This is an optimization exercise on Yosys and OpenROAD, whose aim is small area and a short achievable clock period, not a production implementation.

==> run a <==
==> flow/design.v <==
package sgbm_cost_pkg;
    localparam int NUM_DISP   = 8;
    localparam int MAX_WIDTH  = 256;
    localparam int COL_BITS   = 8;
    localparam int BORDER_VAL = 63;
    localparam int GRAD_MAX   = 126;
    localparam int PIX_SHIFT  = 2;
    localparam int PIPE_LAT   = 6;
    localparam int COL_W    = 24;
    localparam int PIX_BT_W = 24;
    localparam int GRAD_BT_W = 21;
    localparam int SAMPLE_W = 45;
endpackage
`timescale 1ns/10ps
module sgbm_bt_cost_top (
    input  logic        clk,
    input  logic        rst,
    input  logic        i_row_start,
    input  logic [7:0]  i_width,
    input  logic [23:0] i_left,
    input  logic [23:0] i_right,
    output logic [63:0] o_cost,
    output logic        o_valid,
    output logic        o_row_done
);
    logic              run;
    logic signed [8:0] rem;
    logic [3:0]        u;
    logic              b_pix;    
    logic              b_grad;   
    always_ff @(posedge clk) begin
        if (rst) begin
            run     <= 1'b0;
            o_valid <= 1'b0;
        end else begin
            if (!run) begin
                run <= i_row_start;
            end else if (rem == -9'sd5) begin
                run <= 1'b0;
            end
            o_valid <= run && (u >= 4'd12) && (rem >= -9'sd4);
        end
    end
    always_ff @(posedge clk) begin
        if (!run) begin
            rem <= $signed({1'b0, i_width});
            u   <= '0;
        end else begin
            rem <= rem - 9'sd1;
            if (u != 4'd15) u <= u + 4'd1;
        end
    end
    assign o_row_done = !run;
    assign b_pix  = !run || (u == 4'd0) || (rem <= 9'sd1);
    assign b_grad = (u <= 4'd2) || (rem <= -9'sd1);
    function automatic logic [12:0] pfx(input logic [11:0] g_in, input logic [11:0] p_in,
                                        input logic ci);
        logic [11:0] g, p;
        logic [11:0] ng, np;
        g = g_in;
        p = p_in;
        g[0] = g_in[0] | (p_in[0] & ci);
        p[0] = 1'b0;
        for (int lvl = 0; lvl < 4; lvl++) begin
            ng = g;
            np = p;
            for (int i = 0; i < 12; i++) begin
                if (((i >> lvl) & 1) == 1) begin
                    int j;
                    j = ((i >> lvl) << lvl) - 1;
                    ng[i] = g[i] | (p[i] & g[j]);
                    np[i] = p[i] & p[j];
                end
            end
            g = ng;
            p = np;
        end
        pfx = {g, ci};
    endfunction
    function automatic logic [11:0] fadd(input logic [11:0] a, input logic [11:0] b, input logic ci);
        logic [12:0] c;
        c = pfx(a & b, a ^ b, ci);
        fadd = (a ^ b) ^ c[11:0];
    endfunction
    function automatic logic [11:0] fsub(input logic [11:0] a, input logic [11:0] b);
        fsub = fadd(a, ~b, 1'b1);
    endfunction
    logic [9:0] ls1, ls2, ls3, rs1, rs2, rs3;
    logic [7:0] lp [0:4];
    logic [7:0] rp [0:10];
    logic [6:0] lg [0:2];
    logic [6:0] rg [0:8];
    function automatic logic [9:0] col_sum(input logic [23:0] c);
        col_sum = {2'b0, c[23:16]} + {1'b0, c[15:8], 1'b0} + {2'b0, c[7:0]};
    endfunction
    function automatic logic [6:0] grad_of(input logic [9:0] s_next, input logic [9:0] s_prev);
        logic [11:0] e;
        e = fadd({2'b0, s_next}, ~{2'b0, s_prev}, 1'b0);
        if (!e[11] && (e[10:6] != 5'd0 || e[5:0] == 6'h3f)) grad_of = 7'd126;
        else if (e[11] && e[10:6] != 5'h1f)                 grad_of = 7'd0;
        else                                                grad_of = {~e[6], e[5:0]};
    endfunction
    always_ff @(posedge clk) begin
        ls1 <= col_sum(i_left);
        rs1 <= col_sum(i_right);
        ls2 <= ls1; ls3 <= ls2;
        rs2 <= rs1; rs3 <= rs2;
        lp[0] <= b_pix ? 8'd63 : i_left[15:8];
        rp[0] <= b_pix ? 8'd63 : i_right[15:8];
        for (int k = 1; k < 5; k++)  lp[k] <= lp[k-1];
        for (int k = 1; k < 11; k++) rp[k] <= rp[k-1];
        lg[0] <= b_grad ? 7'd63 : grad_of(ls1, ls3);
        rg[0] <= b_grad ? 7'd63 : grad_of(rs1, rs3);
        for (int k = 1; k < 3; k++) lg[k] <= lg[k-1];
        for (int k = 1; k < 9; k++) rg[k] <= rg[k-1];
    end
    function automatic logic [17:0] ud_pix(input logic [7:0] l, input logic [7:0] c,
                                           input logic [7:0] r, input logic is_left);
        logic [11:0] el, er, lr, hn, hu;
        logic [8:0]  emax, emin, u, y;
        el   = fsub({4'b0, l}, {4'b0, c});
        er   = fsub({4'b0, r}, {4'b0, c});
        lr   = fsub({4'b0, l}, {4'b0, r});
        emax = lr[11] ? er[8:0] : el[8:0];
        emin = lr[11] ? el[8:0] : er[8:0];
        u    = emax[8] ? 9'd0 : emax;
        y    = emin[8] ? emin : 9'd0;
        hn   = fsub(12'd0, {{4{y[8]}}, y[8:1]});
        hu   = fadd({4'b0, u[8:1]}, 12'hfff, 1'b0);
        if (is_left) ud_pix = {hn[8:0], hu[8:0]};
        else         ud_pix = {1'b0, u[8:1], ~y[8], ~y[8:1]};
    endfunction
    function automatic logic [13:0] ud_grad(input logic [6:0] l, input logic [6:0] c,
                                            input logic [6:0] r, input logic is_left);
        logic [11:0] el, er, lr, hn, hu;
        logic [7:0]  emax, emin, u, y;
        el   = fsub({5'b0, l}, {5'b0, c});
        er   = fsub({5'b0, r}, {5'b0, c});
        lr   = fsub({5'b0, l}, {5'b0, r});
        emax = lr[11] ? er[7:0] : el[7:0];
        emin = lr[11] ? el[7:0] : er[7:0];
        u    = emax[7] ? 8'd0 : emax;
        y    = emin[7] ? emin : 8'd0;
        hn   = fsub(12'd0, {{5{y[7]}}, y[7:1]});
        hu   = fadd({5'b0, u[7:1]}, 12'hfff, 1'b0);
        if (is_left) ud_grad = {hn[6:0], hu[6:0]};
        else         ud_grad = {u[7:1], ~y[7:1]};
    endfunction
    logic [17:0] udp_l, udp_r0;
    logic [13:0] udg_l, udg_r0;
    logic [17:0] udp_r [0:6];    
    logic [13:0] udg_r [0:6];
    logic [7:0]  dp [0:7];
    logic [8:0]  mp [0:7];
    logic [6:0]  dg [0:7];
    logic [6:0]  mg [0:7];
    assign udp_l  = ud_pix(lp[4], lp[3], lp[2], 1'b1);
    assign udp_r0 = ud_pix(rp[4], rp[3], rp[2], 1'b0);
    assign udg_l  = ud_grad(lg[2], lg[1], lg[0], 1'b1);
    assign udg_r0 = ud_grad(rg[2], rg[1], rg[0], 1'b0);
    always_ff @(posedge clk) begin
        logic signed [8:0] tp;
        logic signed [7:0] tg;
        logic              np, ng;
        logic [17:0]       rpud;
        logic [13:0]       rgud;
        logic signed [8:0] ap, bp;
        logic signed [6:0] ag, bg;
        logic [11:0]       t12;
        udp_r[0] <= udp_r0;
        udg_r[0] <= udg_r0;
        for (int k = 1; k < 7; k++) begin
            udp_r[k] <= udp_r[k-1];
            udg_r[k] <= udg_r[k-1];
        end
        for (int d = 0; d < 8; d++) begin
            rpud  = (d == 0) ? udp_r0 : udp_r[(d == 0) ? 0 : d-1];
            rgud  = (d == 0) ? udg_r0 : udg_r[(d == 0) ? 0 : d-1];
            tp    = 9'(fsub({4'b0, lp[3]}, {4'b0, rp[3+d]}));
            np    = tp[8];
            dp[d] <= tp[7:0] ^ {8{np}};
            ap    = np ? rpud[8:0] : rpud[17:9];
            bp    = np ? udp_l[8:0] : udp_l[17:9];
            t12   = fsub({3'b0, ~bp[8], bp[7:0]}, {3'b0, ~ap[8], ap[7:0]});
            mp[d] <= t12[11] ? ap : bp;
            tg    = 8'(fsub({5'b0, lg[1]}, {5'b0, rg[1+d]}));
            ng    = tg[7];
            dg[d] <= tg[6:0] ^ {7{ng}};
            ag    = ng ? rgud[6:0] : rgud[13:7];
            bg    = ng ? udg_l[6:0] : udg_l[13:7];
            t12   = fsub({5'b0, ~bg[6], bg[5:0]}, {5'b0, ~ag[6], ag[5:0]});
            mg[d] <= t12[11] ? ag : bg;
        end
    end
    function automatic logic [7:0] bt_cost(input logic [7:0] d_p, input logic [8:0] m_p,
                                           input logic [6:0] d_g, input logic [6:0] m_g);
        logic signed [9:0] rp_;
        logic signed [8:0] rg_;
        logic [5:0]        cp;
        logic [6:0]        cg;
        rp_ = 10'(fsub({4'b0, d_p}, {{3{m_p[8]}}, m_p}));
        rg_ = 9'(fsub({5'b0, d_g}, {{5{m_g[6]}}, m_g}));
        cp  = rp_[9] ? 6'd0 : rp_[7:2];
        cg  = rg_[8] ? 7'd0 : rg_[6:0];
        bt_cost = 8'(fadd({6'b0, cp}, {5'b0, cg}, 1'b0));
    endfunction
    always_ff @(posedge clk) begin
        for (int d = 0; d < 8; d++) begin
            o_cost[8*d +: 8] <= bt_cost(dp[d], mp[d], dg[d], mg[d]);
        end
    end
endmodule
==> flow/run.sh <==
#!/bin/bash
# synth_recipe.tcl (not shown) runs the flow's synth.tcl, then flattens the netlist and writes it again
# the make line also repeats each setting of config.mk as NAME=value (left out here)
make -C /OpenROAD-flow-scripts/flow DESIGN_CONFIG=/design/flow/config.mk WORK_HOME=/design/flow/orfs CLKGATE_MAP_FILE= SYNTH_SCRIPT=/design/flow/synth_recipe.tcl finish
==> flow/config.mk <==
export PLATFORM = sky130hd
export DESIGN_NAME = sgbm_bt_cost_top
export DESIGN_NICKNAME = sgbm_bt_cost_top
export VERILOG_FILES = /design/flow/design.v
export SDC_FILE = /design/flow/constraint.sdc
export NUM_CORES = 4
export LEC_CHECK = 0
export CAP_MARGIN = 20
export CORE_MARGIN = 2
export CORE_UTILIZATION = 40
export SLEW_MARGIN = 20
==> flow/constraint.sdc <==
create_clock -name core_clock -period 8.0 [get_ports {clk}]
set_input_delay 1.6000 -clock core_clock [delete_from_list [all_inputs] [get_ports {clk}]]
set_output_delay 1.6000 -clock core_clock [all_outputs]
set_load 0.01 [all_outputs]
==> run b: changes against run a <==
Settings changed: SETUP_SLACK_MARGIN set to 3.
==> run summary <==
metric	run a	run b
Worst Path Required	8500 ps	8530 ps
Clock insertion delay at the later pin of the skew report	630 ps	660 ps
Met2 Routed Length	43100 microns	45200 microns
Number of fill cells	9561	9306
CTS buffer count	84	88
Fin area	46900 sq um	49100 sq um
Resized Gates After CTS	0	64
Final worst path period need	6320 ps	5160 ps
Placement-stage worst setup slack	1690 ps	1680 ps
Start point of the worst min-delay path	rp[1][2]$_DFF_P_	rs2[2]$_DFF_P_
Hold Crit Endpoint	rp[2][2]$_DFF_P_	rs3[2]$_DFF_P_
Reg2reg path depth	20	22
Met3 routing resource usage after global routing	2.83%	3.18%
Buffers inserted by post-CTS timing repair	0	63
Vias in the first global route	27.6k	28.5k
Arrival time of the worst setup path	6810 ps	5690 ps
Fraction of layout cells with a size suffix above 1	6.39%	12.1%
Total met3 wirelength after detailed routing	3890 microns	4320 microns
Detailed-routing wirelength on met1	45200 microns	45500 microns
Hpwl dp	76600 microns	77100 microns
CP Capture Point	mg[5][0]$_DFF_P_	mp[2][0]$_DFF_P_
Worst relative slew slack	26.0%	39.4%
Global Route met1 Usage	24.1%	24.3%
Status	finished clean	finished clean
Signed area change from the synthesized netlist to the final layout	14.3%	19.7%
No run of this note included a check of the RTL's function; only the layout flow was run.

-- static timing again, ports no longer ideal --
How much do the figures lean on ideal ports? The routed layouts below were timed once more, with nothing changed but the port constraints.
Step 1 assumes that a clkbuf_16 drives the clock port and a buf_2 every other input.
Step 2 also shifts input and output timing later by t, the mid clock arrival at the registers, as if the neighbouring blocks saw the same clock.
Slacks: no drivers / after step 1 / after step 2; pairs: no drivers / after step 1.
run | t (ns) | setup WS [ns] | slew at the worst register clock pin (ns) | worst data-port slew with drivers (ns)
run a | 0.688 | 1.683 / 1.683 / 1.683 | 0.07 / 0.07 | 0.04
run b | 0.709 | 2.839 / 2.839 / 2.839 | 0.06 / 0.06 | 0.05
After both steps setup and hold are still met in every run listed.
